Background: an optimization exercise with open tools, aiming at small area, a short achievable clock period and few clock cycles per item. Do not read the settings as production practice.
RTL that was checked went through simulation tests only; none was proved equivalent to the original.
Power is estimated from default activity; no workload was simulated.

## one_shot_timer_bank
module one_shot_timer_bank #(
    parameter int TIMER_COUNT = ostb_pkg::TIMER_COUNT_DEF,
    parameter int PERIOD_BITS = ostb_pkg::PERIOD_BITS_DEF
) (
    input  logic                            i_clk,
    input  logic                            i_rst_n,
    input  logic                            i_cfg_we,
    input  logic [ostb_pkg::PRESC_BITS-1:0] i_cfg_wdata,
    input  logic                            i_cmd_valid,
    output logic                            o_cmd_ready,
    input  logic [ostb_pkg::CMD_BITS-1:0]   i_cmd,
    input  logic [ostb_pkg::INDEX_BITS-1:0] i_cmd_index,
    input  logic [ostb_pkg::PERIOD_W-1:0]   i_cmd_period,
    input  logic                            i_cmd_cben,
    output logic                            o_res_valid,
    input  logic                            i_res_ready,
    output logic                            o_res_pass_done,
    output logic [ostb_pkg::MASK_BITS-1:0]  o_res_expired_mask,
    output logic [ostb_pkg::MASK_BITS-1:0]  o_res_fire_mask,
    output logic                            o_res_elapsed
);
For scale: ~650 flip-flops, roughly 73 I/O pins.
==> flow/config.mk <==
export PLATFORM = sky130hd
export DESIGN_NAME = one_shot_timer_bank
export DESIGN_NICKNAME = one_shot_timer_bank
export VERILOG_FILES = /design/flow/design.v
export SDC_FILE = /design/flow/constraint.sdc
export NUM_CORES = 4
export LEC_CHECK = 0
export ABC_AREA = 1
export CAP_MARGIN = 20
export CORE_MARGIN = 2
export CORE_UTILIZATION = 40
export CTS_CLUSTER_DIAMETER = 100
export CTS_CLUSTER_SIZE = 30
export PLACE_DENSITY = 0.6
export SETUP_SLACK_MARGIN = 3.0
export SLEW_MARGIN = 20
export TNS_END_PERCENT = 20
==> flow/constraint.sdc <==
create_clock -name core_clock -period 5.0 [get_ports {i_clk}]
set_input_delay 1.0000 -clock core_clock [delete_from_list [all_inputs] [get_ports {i_clk}]]
set_output_delay 1.0000 -clock core_clock [all_outputs]
set_load 0.01 [all_outputs]
run.sh (not shown) runs the stock make flow with config.mk's settings and CLKGATE_MAP_FILE= SYNTH_SCRIPT=/design/flow/synth_recipe.tcl, a recipe that flattens the netlist after the stock synthesis.
Testbench counts at the start, summed over its fixed seeds: cycles 4,808, items 4,800.
==> next run, changes <==
CTS_BUF_LIST = sky130_fd_sc_hd__clkbuf_4 sky130_fd_sc_hd__clkbuf_8   (was not set)
CTS_CLUSTER_DIAMETER = not set   (was 100)
CTS_CLUSTER_SIZE = not set   (was 30)
SETUP_SLACK_MARGIN = 2.6   (was 3.0)
TNS_END_PERCENT = not set   (was 20)
Outcome: Power increases by 21%; cell area came out lower by 1.1%; count of clock-buffer cells in the layout rose by 140; routed wire length drops by 3.0%; sequential share of layout area is higher by 0.51 points; clock power went up by 82%; critical path depth goes up by 8; die area stays the same; synthesized area stays the same.
==> next run, changes <==
CTS_BUF_LIST = not set   (was sky130_fd_sc_hd__clkbuf_4 sky130_fd_sc_hd__clkbuf_8)
CTS_CLUSTER_DIAMETER = 100   (was not set)
CTS_CLUSTER_SIZE = 30   (was not set)
SETUP_SLACK_MARGIN = 2.8   (was 2.6)
What happened: The changed run produced a clean layout; core utilization shrinks by 0.95 points; first-iteration DRC count shrinks by 12%; non-clock buffer count grows by 54; synthesized area stays the same; routed wire length shrinks by 1.3%.
==> next run, changes <==
CTS_CLUSTER_DIAMETER = 80   (was 100)
CTS_CLUSTER_SIZE = 24   (was 30)
SETUP_SLACK_MARGIN = 3.0   (was 2.8)
Clock power is higher by roughly a tenth.
Register-to-register slack improved by 0.07 ns.
Total power is higher by a few percent.
Cell area is higher by roughly a tenth.
Synthesized cell count does not change.
Via count is higher by a few percent.
Worst hold slack barely changes.
Clock-buffer cell count is higher by 12.
Synthesized area is unchanged.
Global-route usage is higher by 1.7 points.
==> next run, changes <==
CTS_CLUSTER_DIAMETER = not set   (was 80)
CTS_CLUSTER_SIZE = not set   (was 24)
The changed run produced a clean layout.
Clock power climbs by 55%.
Area after synthesis is unchanged.
Power climbs by 16%.
Worst setup slack degrades by 0.0068 ns.
Non-clock buffer count drops by 38.
Cell area climbs by 1.1%.
Worst hold slack degrades by 0.0071 ns.
Register-to-register slack is about the same.
Synthesized cell count does not change.
Routed wire length drops by 2.3%.
First-iteration DRC count drops by 6.1%.
==> next run, changes <==
CTS_CLUSTER_DIAMETER = 100   (was not set)
CTS_CLUSTER_SIZE = 30   (was not set)
PLACE_DENSITY = 0.7   (was 0.6)
SETUP_SLACK_MARGIN = 2.9   (was 3.0)
- wire length went down by about 11%
- synthesized area does not change
- total power came out lower by about 20%

---

== run A ==
The RTL this note starts from:
==> flow/design.v <==
package ostb_pkg;
    localparam int TIMER_COUNT_DEF = 16;
    localparam int PERIOD_BITS_DEF = 16;
    localparam int CMD_BITS    = 3;
    localparam int INDEX_BITS  = 4;
    localparam int PERIOD_W    = 16;
    localparam int MASK_BITS   = 16;
    localparam int PRESC_BITS  = 8;
    localparam logic [PRESC_BITS-1:0] PRESCALE_RESET = 8'd100;
    typedef enum logic [CMD_BITS-1:0] {
        CMD_TICK       = 3'd0,
        CMD_CONFIGURE  = 3'd1,
        CMD_START      = 3'd2,
        CMD_STOP       = 3'd3,
        CMD_DEINIT     = 3'd4,
        CMD_CLEAR_FLAG = 3'd5,
        CMD_QUERY      = 3'd6,
        CMD_DEINIT_ALL = 3'd7
    } t_cmd;
    typedef enum logic [2:0] {
        S_IDLE,
        S_EXEC,
        S_START_WR,
        S_PASS,
        S_FINISH
    } t_state;
    typedef struct packed {
        logic active;    
        logic expired;   
    } t_step;
endpackage
module ostb_ram #(
    parameter int WIDTH = 16,
    parameter int DEPTH = 16,
    localparam int AW   = (DEPTH > 1) ? $clog2(DEPTH) : 1
) (
    input  logic             i_clk,
    input  logic             i_we,
    input  logic [AW-1:0]    i_waddr,
    input  logic [WIDTH-1:0] i_wdata,
    input  logic [AW-1:0]    i_raddr,
    output logic [WIDTH-1:0] o_rdata
);
    logic [WIDTH-1:0] r_mem [DEPTH];
    logic [WIDTH-1:0] r_rdata;
    always_ff @(posedge i_clk) begin
        if (i_we) begin
            r_mem[i_waddr] <= i_wdata;
        end
        r_rdata <= r_mem[i_raddr];
    end
    assign o_rdata = r_rdata;
endmodule
module ostb_step #(
    parameter int PERIOD_BITS = 16
) (
    input  logic [PERIOD_BITS-1:0] i_period,
    input  logic [PERIOD_BITS-1:0] i_remaining,
    output logic [PERIOD_BITS-1:0] o_remaining,
    output ostb_pkg::t_step        o_res
);
    always_comb begin
        o_res.active  = (i_period != '0) && (i_remaining != '0);
        o_remaining   = i_remaining - PERIOD_BITS'(1);
        o_res.expired = o_res.active && (o_remaining == '0);
    end
endmodule
module one_shot_timer_bank #(
    parameter int TIMER_COUNT = ostb_pkg::TIMER_COUNT_DEF,
    parameter int PERIOD_BITS = ostb_pkg::PERIOD_BITS_DEF
) (
    input  logic                            i_clk,
    input  logic                            i_rst_n,
    input  logic                            i_cfg_we,
    input  logic [ostb_pkg::PRESC_BITS-1:0] i_cfg_wdata,
    input  logic                            i_cmd_valid,
    output logic                            o_cmd_ready,
    input  logic [ostb_pkg::CMD_BITS-1:0]   i_cmd,
    input  logic [ostb_pkg::INDEX_BITS-1:0] i_cmd_index,
    input  logic [ostb_pkg::PERIOD_W-1:0]   i_cmd_period,
    input  logic                            i_cmd_cben,
    output logic                            o_res_valid,
    input  logic                            i_res_ready,
    output logic                            o_res_pass_done,
    output logic [ostb_pkg::MASK_BITS-1:0]  o_res_expired_mask,
    output logic [ostb_pkg::MASK_BITS-1:0]  o_res_fire_mask,
    output logic                            o_res_elapsed
);
    localparam int NT = 16;
    localparam int PB = 16;
    localparam logic [2:0] CMD_TICK       = 3'd0;
    localparam logic [2:0] CMD_CONFIGURE  = 3'd1;
    localparam logic [2:0] CMD_START      = 3'd2;
    localparam logic [2:0] CMD_STOP       = 3'd3;
    localparam logic [2:0] CMD_DEINIT     = 3'd4;
    localparam logic [2:0] CMD_CLEAR_FLAG = 3'd5;
    localparam logic [2:0] CMD_QUERY      = 3'd6;
    localparam logic [2:0] CMD_DEINIT_ALL = 3'd7;
    logic          r_rdy;
    logic [7:0]    r_limit;
    logic [7:0]    r_presc;
    logic          r_pn;        
    logic          n_pn;
    logic [PB-1:0] r_p [NT];    
    logic [PB-1:0] r_r [NT];    
    logic [NT-1:0] r_pnz;       
    logic [NT-1:0] r_rnz;       
    logic [NT-1:0] r_flag;
    logic [NT-1:0] r_cben;
    logic          r_ov, r_sv;
    logic          r_o_pass, r_o_el;
    logic [NT-1:0] r_o_exp, r_o_fire;
    logic          r_s_pass, r_s_el;
    logic [NT-1:0] r_s_exp;
    logic          acc;
    logic          c_tick, c_cfg, c_start, c_stop, c_deinit, c_clr, c_dall, c_keep;
    logic          pass;
    logic [NT-1:0] sel;
    logic [NT-1:0] active, last, expd, dec;
    logic [PB-1:0] zlo [NT];
    logic [NT-1:0] n_flag, n_pnz, n_rnz;
    logic          elapsed;
    logic          out_free, n_ov, n_sv;
    function automatic logic [PB-1:0] zeros_below(input logic [PB-1:0] v);
        logic [PB-1:0] z;
        z[0] = 1'b1;
        for (int k = 1; k < PB; k++) z[k] = z[k-1] & !v[k-1];
        zeros_below = z;
    endfunction
    assign acc = i_cmd_valid & r_rdy;
    always_comb begin
        c_tick   = acc && (i_cmd == CMD_TICK);
        c_cfg    = acc && (i_cmd == CMD_CONFIGURE);
        c_start  = acc && (i_cmd == CMD_START);
        c_stop   = acc && (i_cmd == CMD_STOP);
        c_deinit = acc && (i_cmd == CMD_DEINIT);
        c_clr    = acc && (i_cmd == CMD_CLEAR_FLAG);
        c_dall   = acc && (i_cmd == CMD_DEINIT_ALL);
        c_keep   = (i_cmd == CMD_TICK) || (i_cmd == CMD_START) ||
                   (i_cmd == CMD_STOP) || (i_cmd == CMD_QUERY);
        pass     = c_tick & r_pn;
        sel      = NT'(1) << i_cmd_index;
    end
    always_comb begin
        for (int t = 0; t < NT; t++) begin
            active[t] = r_pnz[t] & r_rnz[t];
            zlo[t]    = zeros_below(r_r[t]);
            last[t]   = active[t] & zlo[t][PB-1] & !r_r[t][PB-1];
            expd[t]   = pass & last[t];
            dec[t]    = pass & active[t];
            n_flag[t] = r_flag[t] | expd[t];
            n_pnz[t]  = r_pnz[t];
            n_rnz[t]  = r_rnz[t] & !expd[t];
            if (sel[t] & c_cfg) begin
                n_pnz[t]  = (i_cmd_period != '0);
                n_flag[t] = 1'b0;
            end
            if (sel[t] & c_start) n_rnz[t] = r_pnz[t];
            if (sel[t] & c_stop)  n_rnz[t] = 1'b0;
            if ((sel[t] & c_deinit) | c_dall) begin
                n_pnz[t]  = 1'b0;
                n_rnz[t]  = 1'b0;
                n_flag[t] = 1'b0;
            end
            if (sel[t] & c_clr) n_flag[t] = 1'b0;
        end
        elapsed = c_keep & (r_flag[i_cmd_index] | (pass & last[i_cmd_index]));
    end
    always_ff @(posedge i_clk) begin
        for (int t = 0; t < NT; t++) begin
            if (sel[t] & c_cfg) begin
                r_p[t]    <= i_cmd_period - PB'(1);
                r_cben[t] <= i_cmd_cben;
            end
            r_r[t] <= (sel[t] & c_start) ? r_p[t] : r_r[t] ^ ({PB{dec[t]}} & zlo[t]);
        end
    end
    always_comb begin
        out_free = !r_ov | i_res_ready;
        n_ov = r_ov;
        n_sv = r_sv;
        if (out_free) begin
            n_ov = r_sv | acc;
            n_sv = r_sv & acc;
        end else if (acc) begin
            n_sv = 1'b1;
        end
    end
    always_ff @(posedge i_clk) begin
        if (out_free) begin
            if (r_sv) begin
                r_o_pass <= r_s_pass;
                r_o_exp  <= r_s_exp;
                r_o_fire <= r_s_exp & r_cben;
                r_o_el   <= r_s_el;
            end else begin
                r_o_pass <= pass;
                r_o_exp  <= expd;
                r_o_fire <= expd & r_cben;
                r_o_el   <= elapsed;
            end
        end
        if (acc & !out_free) begin
            r_s_pass <= pass;
            r_s_exp  <= expd;
            r_s_el   <= elapsed;
        end
    end
    always_comb begin
        if (i_cfg_we)    n_pn = ({1'b0, r_presc} + 9'd1 >= {1'b0, i_cfg_wdata});
        else if (pass)   n_pn = (8'd1 >= r_limit);
        else if (c_tick) n_pn = ({1'b0, r_presc} + 9'd2 >= {1'b0, r_limit});
        else             n_pn = r_pn;
    end
    always_ff @(posedge i_clk) begin
        if (!i_rst_n) begin
            r_rdy   <= 1'b1;
            r_ov    <= 1'b0;
            r_sv    <= 1'b0;
            r_limit <= 8'd100;
            r_presc <= '0;
            r_pn    <= 1'b0;
            r_pnz   <= '0;
            r_rnz   <= '0;
            r_flag  <= '0;
        end else begin
            r_ov    <= n_ov;
            r_sv    <= n_sv;
            r_rdy   <= !(n_ov & n_sv);
            r_pnz   <= n_pnz;
            r_rnz   <= n_rnz;
            r_flag  <= n_flag;
            r_pn    <= n_pn;
            if (i_cfg_we) begin
                r_limit <= i_cfg_wdata;
            end
            if (c_tick) begin
                r_presc <= pass ? 8'd0 : r_presc + 8'd1;
            end
        end
    end
    assign o_cmd_ready        = r_rdy;
    assign o_res_valid        = r_ov;
    assign o_res_pass_done    = r_o_pass;
    assign o_res_expired_mask = r_o_exp;
    assign o_res_fire_mask    = r_o_fire;
    assign o_res_elapsed      = r_o_el;
endmodule
clock: 5.0 ns
lec_check: 0
abc_area: 1
cap_margin: 20
core_margin: 2
core_utilization: 40
cts_cluster_diameter: 100
cts_cluster_size: 30
place_density: 0.6
setup_slack_margin: 2.7
slew_margin: 20
diff inputs: run A => run B
- swapping 2.7 for 2.9 in SETUP_SLACK_MARGIN
Results
- Going from run A to run B, ratio of cells with drive above 1 in the final layout up 8.6 points, routed length per placed instance down about 0.36%, global-route usage up 0.27 points.
Here is what was changed in the inputs of run C compared with run B.
- SETUP_SLACK_MARGIN: 2.9 -> 2.8
## What came out
Run C: done, clean on timing, DRC and antenna. In the flow results for run C and run B, the clock network fraction of design power is larger on run B. Compared to run B, the routing of run C uses less wire. In terms of final setup slack of the worst path, run B and run C differ only marginally.
Function was not checked in any run of this note: the RTL went through the layout flow alone.

## re-timing with driven ports
The results above use ideal ports. As a check the final layouts listed here were re-extracted and re-timed, cells and wires unchanged.
Step 1: set_driving_cell puts a clkbuf_16 on i_clk and a buf_2 on each other input, an assumption about the parent block.
Step 2 also shifts input and output timing later by t, the mid clock arrival at the registers, as if the neighbouring blocks saw the same clock.
Three values: ideal, step 1, step 2; two values: the first two.
run	t (ns)	slack for setup (ns)	worst hold slack (ns)
the first run of note 1	0.671	2.785 / 2.727 / 2.163	0.454 / 0.454 / 0.454
the second run of note 1	0.750	2.636 / 2.617 / 1.922	0.421 / 0.421 / 0.421
the third run of note 1	0.672	2.782 / 2.730 / 2.120	0.452 / 0.452 / 0.452
the fourth run of note 1	0.639	2.781 / 2.719 / 2.157	0.452 / 0.452 / 0.452
the fifth run of note 1	0.663	2.774 / 2.712 / 2.145	0.445 / 0.445 / 0.445
the sixth run of note 1	0.690	2.761 / 2.694 / 2.105	0.456 / 0.456 / 0.456
run A	0.673	2.708 / 2.676 / 2.061	0.447 / 0.447 / 0.447
run B	0.651	2.746 / 2.689 / 2.122	0.451 / 0.451 / 0.451
run C	0.664	2.745 / 2.768 / 2.104	0.449 / 0.449 / 0.449
After both steps setup and hold are still met in every run listed. The setup slack of the second run of note 1, which loses most, moves by -0.019 ns with the drivers and by -0.714 ns with both steps.
